This design comes from an exercise in tuning for small area on the open sky130 flow, not from production work. Function was checked by simulation only, so behaviour that the tests miss may differ from the original. No driver is modelled on the clock port, so clocking that relies on it looks cheaper here than on a real chip. Power figures rest on the tool's default switching activity, not on a simulated workload.

Setup of run A:
==> flow/design.v <==
module conv3x3_window_gen #(
  parameter int DATA_W = 128,
  parameter int ROW_W  = 12,
  parameter int ROW_H  = 12
) (
  input  logic                    clk,
  input  logic                    rst,
  input  logic                    in_valid,
  input  logic [DATA_W-1:0]       in_data,
  input  logic [DATA_W-1:0]       row1_data,
  input  logic [DATA_W-1:0]       row2_data,
  output logic                    out_valid,
  output logic [9*DATA_W-1:0]     out_window,
  output logic [$clog2(ROW_H)-1:0] out_row,
  output logic [$clog2(ROW_W)-1:0] out_col,
  output logic                    frame_done,
  output logic                    stream_err
);
  localparam int RW = $clog2(ROW_H);
  localparam int CW = $clog2(ROW_W);
  localparam logic [RW-1:0] ROW_END  = RW'(ROW_H - 3);   
  localparam logic [CW-1:0] COL_END  = CW'(ROW_W - 3);   
  localparam logic [RW-1:0] ROW_TOP  = RW'(ROW_H - 1);   
  localparam logic [CW-1:0] COL_TOP  = CW'(ROW_W - 1);   
  logic [RW-1:0]                row_q, row_d;
  logic [CW-1:0]                col_q, col_d;
  logic [2:0][2:0][DATA_W-1:0]  win_q;
  logic                         vld_d, vld_q, done_d, done_q, err_d, err_q;
  logic                         idle, col_end;
  function automatic logic [3:0] inc12(input logic [3:0] v);   
    inc12[0] = ~v[0];
    inc12[1] = v[1] ^ v[0];
    inc12[2] = ~v[3] & (v[2] ^ (v[1] & v[0]));
    inc12[3] = (v[3] & ~(v[1] & v[0])) | (v[2] & v[1] & v[0]);
  endfunction
  function automatic logic is9(input logic [3:0] v);
    is9 = v[3] & ~v[1] & v[0];
  endfunction
  assign col_end = is9(col_q);                  
  assign idle    = is9(row_q) && col_end;
  always_comb begin
    if (in_valid) begin
      col_d = inc12(col_q);
      row_d = col_end ? inc12(row_q) : row_q;
    end else begin
      col_d = COL_END;
      row_d = ROW_END;
    end
    err_d  = !in_valid && !idle;
    vld_d  = in_valid && !(col_q[3] && (col_q[1] ^ col_q[0])) && !(row_q[3] && row_q[1]);
    done_d = in_valid && is9(row_q) && col_q[3] && !col_q[1] && !col_q[0];
  end
  always_ff @(posedge clk or posedge rst) begin
    if (rst) begin
      row_q  <= ROW_END;
      col_q  <= COL_END;
      vld_q  <= 1'b0;
      done_q <= 1'b0;
      err_q  <= 1'b0;
    end else begin
      row_q  <= row_d;
      col_q  <= col_d;
      vld_q  <= vld_d;
      done_q <= done_d;
      err_q  <= err_d;
    end
  end
  always_ff @(posedge clk) begin
    win_q[0][0] <= win_q[0][1];
    win_q[0][1] <= win_q[0][2];
    win_q[1][0] <= win_q[1][1];
    win_q[1][1] <= win_q[1][2];
    win_q[2][0] <= win_q[2][1];
    win_q[2][1] <= win_q[2][2];
    win_q[0][2] <= row2_data;
    win_q[1][2] <= row1_data;
    win_q[2][2] <= in_data;
  end
  assign out_valid  = vld_q;
  assign out_window = win_q;
  assign out_row    = row_q;
  assign out_col    = col_q;
  assign frame_done = done_q;
  assign stream_err = err_q;
endmodule
clock: 5.0 ns
lec_check: 0
cap_margin: 20
core_area: 38.76 38.76 242.76 242.76
die_area: 0 0 281.52 281.52
slew_margin: 20
standard.sh (not shown) runs the stock make flow with config.mk's settings and CLKGATE_MAP_FILE= SYNTH_SCRIPT=/design/flow/synth_recipe.tcl, a recipe that flattens the netlist after the stock synthesis.
==> flow/flow/run.sh <==
#!/bin/bash
# Standard ORFS layout with the smallest port buffers, pins one routing track apart and a
# clock tree of mid-size clock buffers without dummy loads.
set -euo pipefail
export BUFFER_PORTS_ARGS="-buffer_cell sky130_fd_sc_hd__buf_1"
export PLACE_PINS_ARGS="-min_distance 1 -min_distance_in_tracks"
export CTS_ARGS="-sink_clustering_enable -repair_clock_nets -dont_use_dummy_load -apply_ndr none -buf_list sky130_fd_sc_hd__clkbuf_8 -sink_clustering_size 18 -sink_clustering_max_diameter 50"
bash standard.sh > standard.log 2>&1
--- input diff run A..run B ---
# run A
export LEC_CHECK = 0
export CAP_MARGIN = 20
export CORE_AREA = 38.76 38.76 242.76 242.76
export DIE_AREA = 0 0 281.52 281.52
export SLEW_MARGIN = 20
create_clock -name core_clock -period 5.0 [get_ports {clk}]
# run B
export LEC_CHECK = 0
export CAP_MARGIN = 20
export CORE_AREA = 117 117 333 333
export DIE_AREA = 0 0 450 450
export SLEW_MARGIN = 20
create_clock -name core_clock -period 5.0 [get_ports {clk}]
diff --git a/flow/flow/run.sh b/flow/flow/run.sh
--- a/flow/flow/run.sh
+++ b/flow/flow/run.sh
@@ -2 +2 @@
-# Standard ORFS layout with the smallest port buffers, pins one routing track apart and a
+# Standard ORFS layout with the smallest port buffers and a
@@ -6 +5,0 @@
-export PLACE_PINS_ARGS="-min_distance 1 -min_distance_in_tracks"
Findings:
| power share of the combinational group | higher: run B |
On clock network contribution to total cell area, run A and run B are neck and neck.
Summary of run B over run A: clock share of power decreased 0.8 points; clock distribution power went up; amount of wire on met3 after detailed routing increased 48000 um; count of clock-buffer cells in the layout higher; final worst slack now smaller.
Nothing crashed in run B and all stages finished; the problem is that the final layout failed, the offending checks being antenna rules.
[run B] final routed wire length divided by cell count rose 100% relative to run A
Edits applied to the flow inputs when going from run B to run C:
# run B
export LEC_CHECK = 0
export CAP_MARGIN = 20
export CORE_AREA = 117 117 333 333
export DIE_AREA = 0 0 450 450
export SLEW_MARGIN = 20
create_clock -name core_clock -period 5.0 [get_ports {clk}]
# run C
export LEC_CHECK = 0
export CAP_MARGIN = 20
export CORE_AREA = 32 32 248 248
export DIE_AREA = 0 0 280 280
export SLEW_MARGIN = 20
create_clock -name core_clock -period 5.0 [get_ports {clk}]
diff --git a/flow/flow/run.sh b/flow/flow/run.sh
--- a/flow/flow/run.sh
+++ b/flow/flow/run.sh
@@ -2,2 +2,3 @@
-# Standard ORFS layout with the smallest port buffers and a
-# clock tree of mid-size clock buffers without dummy loads.
+# Standard ORFS layout with the smallest port buffers, pins one routing track apart and a
+# clock tree of mid-size clock buffers without dummy loads, each buffer then sized down as far
+# as the register clock-pin slew target allows (flow/post_cts.tcl).
@@ -5,0 +7 @@
+export PLACE_PINS_ARGS="-min_distance 1 -min_distance_in_tracks"
@@ -6,0 +9,2 @@
+export POST_CTS_TCL="$PWD/flow/post_cts.tcl"
+export CLK_SLEW_TARGET=0.108
==> flow/flow/post_cts.tcl (new file) <==
# Size the clock tree's buffers down to the smallest clkbuf that keeps every register clock
# pin's slew (placement estimate) under CLK_SLEW_TARGET.
proc ck_pin_slew {pins} {
  set w 0
  foreach p $pins {
    foreach a {slew_max_rise slew_max_fall} {
      set s [get_property $p $a]
      if {$s > $w} { set w $s }
    }
  }
  return $w
}
proc ck_size_tree {target} {
  set sizes {sky130_fd_sc_hd__clkbuf_2 sky130_fd_sc_hd__clkbuf_4 sky130_fd_sc_hd__clkbuf_8 sky130_fd_sc_hd__clkbuf_16}
  set all_ck [get_pins -hierarchical */CLK]
  set leaves {}
  set inner {}
  foreach inst [get_cells clkbuf_*] {
    if {![string match "sky130_fd_sc_hd__clkbuf_*" [get_property $inst ref_name]]} { continue }
    set net [get_nets -of_objects [get_pins -of_objects $inst -filter "direction==output"]]
    set sinks [get_pins -of_objects $net -filter "direction==input"]
    set ff {}
    foreach p $sinks { if {[get_property $p name] eq "CLK"} { lappend ff $p } }
    if {[llength $ff] > 0} { lappend leaves [list $inst $ff] } else { lappend inner $inst }
  }
  # leaves: each one's own registers
  foreach l $leaves {
    lassign $l inst ff
    set orig [get_property $inst ref_name]
    set best [lindex $sizes end]
    foreach m $sizes {
      replace_cell $inst $m
      estimate_parasitics -placement
      if {[ck_pin_slew $ff] <= $target} { set best $m; break }
    }
    replace_cell $inst $best
  }
  estimate_parasitics -placement
  # inner buffers: all registers
  set limit [expr {max($target, [ck_pin_slew $all_ck])}]
  foreach inst $inner {
    set orig [get_property $inst ref_name]
    set best $orig
    foreach m $sizes {
      if {$m eq $orig} { break }
      replace_cell $inst $m
      estimate_parasitics -placement
      if {[ck_pin_slew $all_ck] <= $limit} { set best $m; break }
    }
    replace_cell $inst $best
    estimate_parasitics -placement
  }
  puts "clock tree sized: [llength $leaves] leaves, [llength $inner] inner, worst clock pin slew [ck_pin_slew $all_ck]"
}
ck_size_tree $::env(CLK_SLEW_TARGET)
==> comparison <==
- Run C completed; timing, DRC and antenna clean
- In the reports for run C and run B, the larger share of power burned in combinational logic belongs to run B.
- The higher HPWL reported at the end of detailed placement of run C and run B is in run B.
- Met1 layer wirelength in the final routing (run C vs. run B) decreases by more than a quarter
- Of run C and run B, the lower peak ir drop on the vdd network belongs to run B.

[port drivers added, routing unchanged]
The flow's constraints put no driver on any port. The routed layouts listed below were extracted and timed again, unchanged, in two steps. Step 1 assumes that a clkbuf_16 drives the clock port and a buf_2 every other input. Step 2 also shifts input and output timing later by t, the mid clock arrival at the registers, as if the neighbouring blocks saw the same clock. Three values: ideal ports, drivers, drivers and shift; two values: the first two.
run | shift t [ns] | slack for setup (ns) | hold slack, ns | worst setup path after step 2 | latest minus earliest clock arrival (ns)
run A | 0.754 | 2.333 / 2.256 / 3.010 | 0.279 / 0.288 / 0.327 | register to output | 0.043 / 0.043
run B | 0.753 | 1.886 / 1.806 / 2.559 | 0.267 / 0.302 / 0.302 | register to output | 0.062 / 0.062
run C | 1.174 | 1.899 / 1.840 / 2.921 | 0.171 / 0.175 / 0.272 | input to register | 0.138 / 0.138
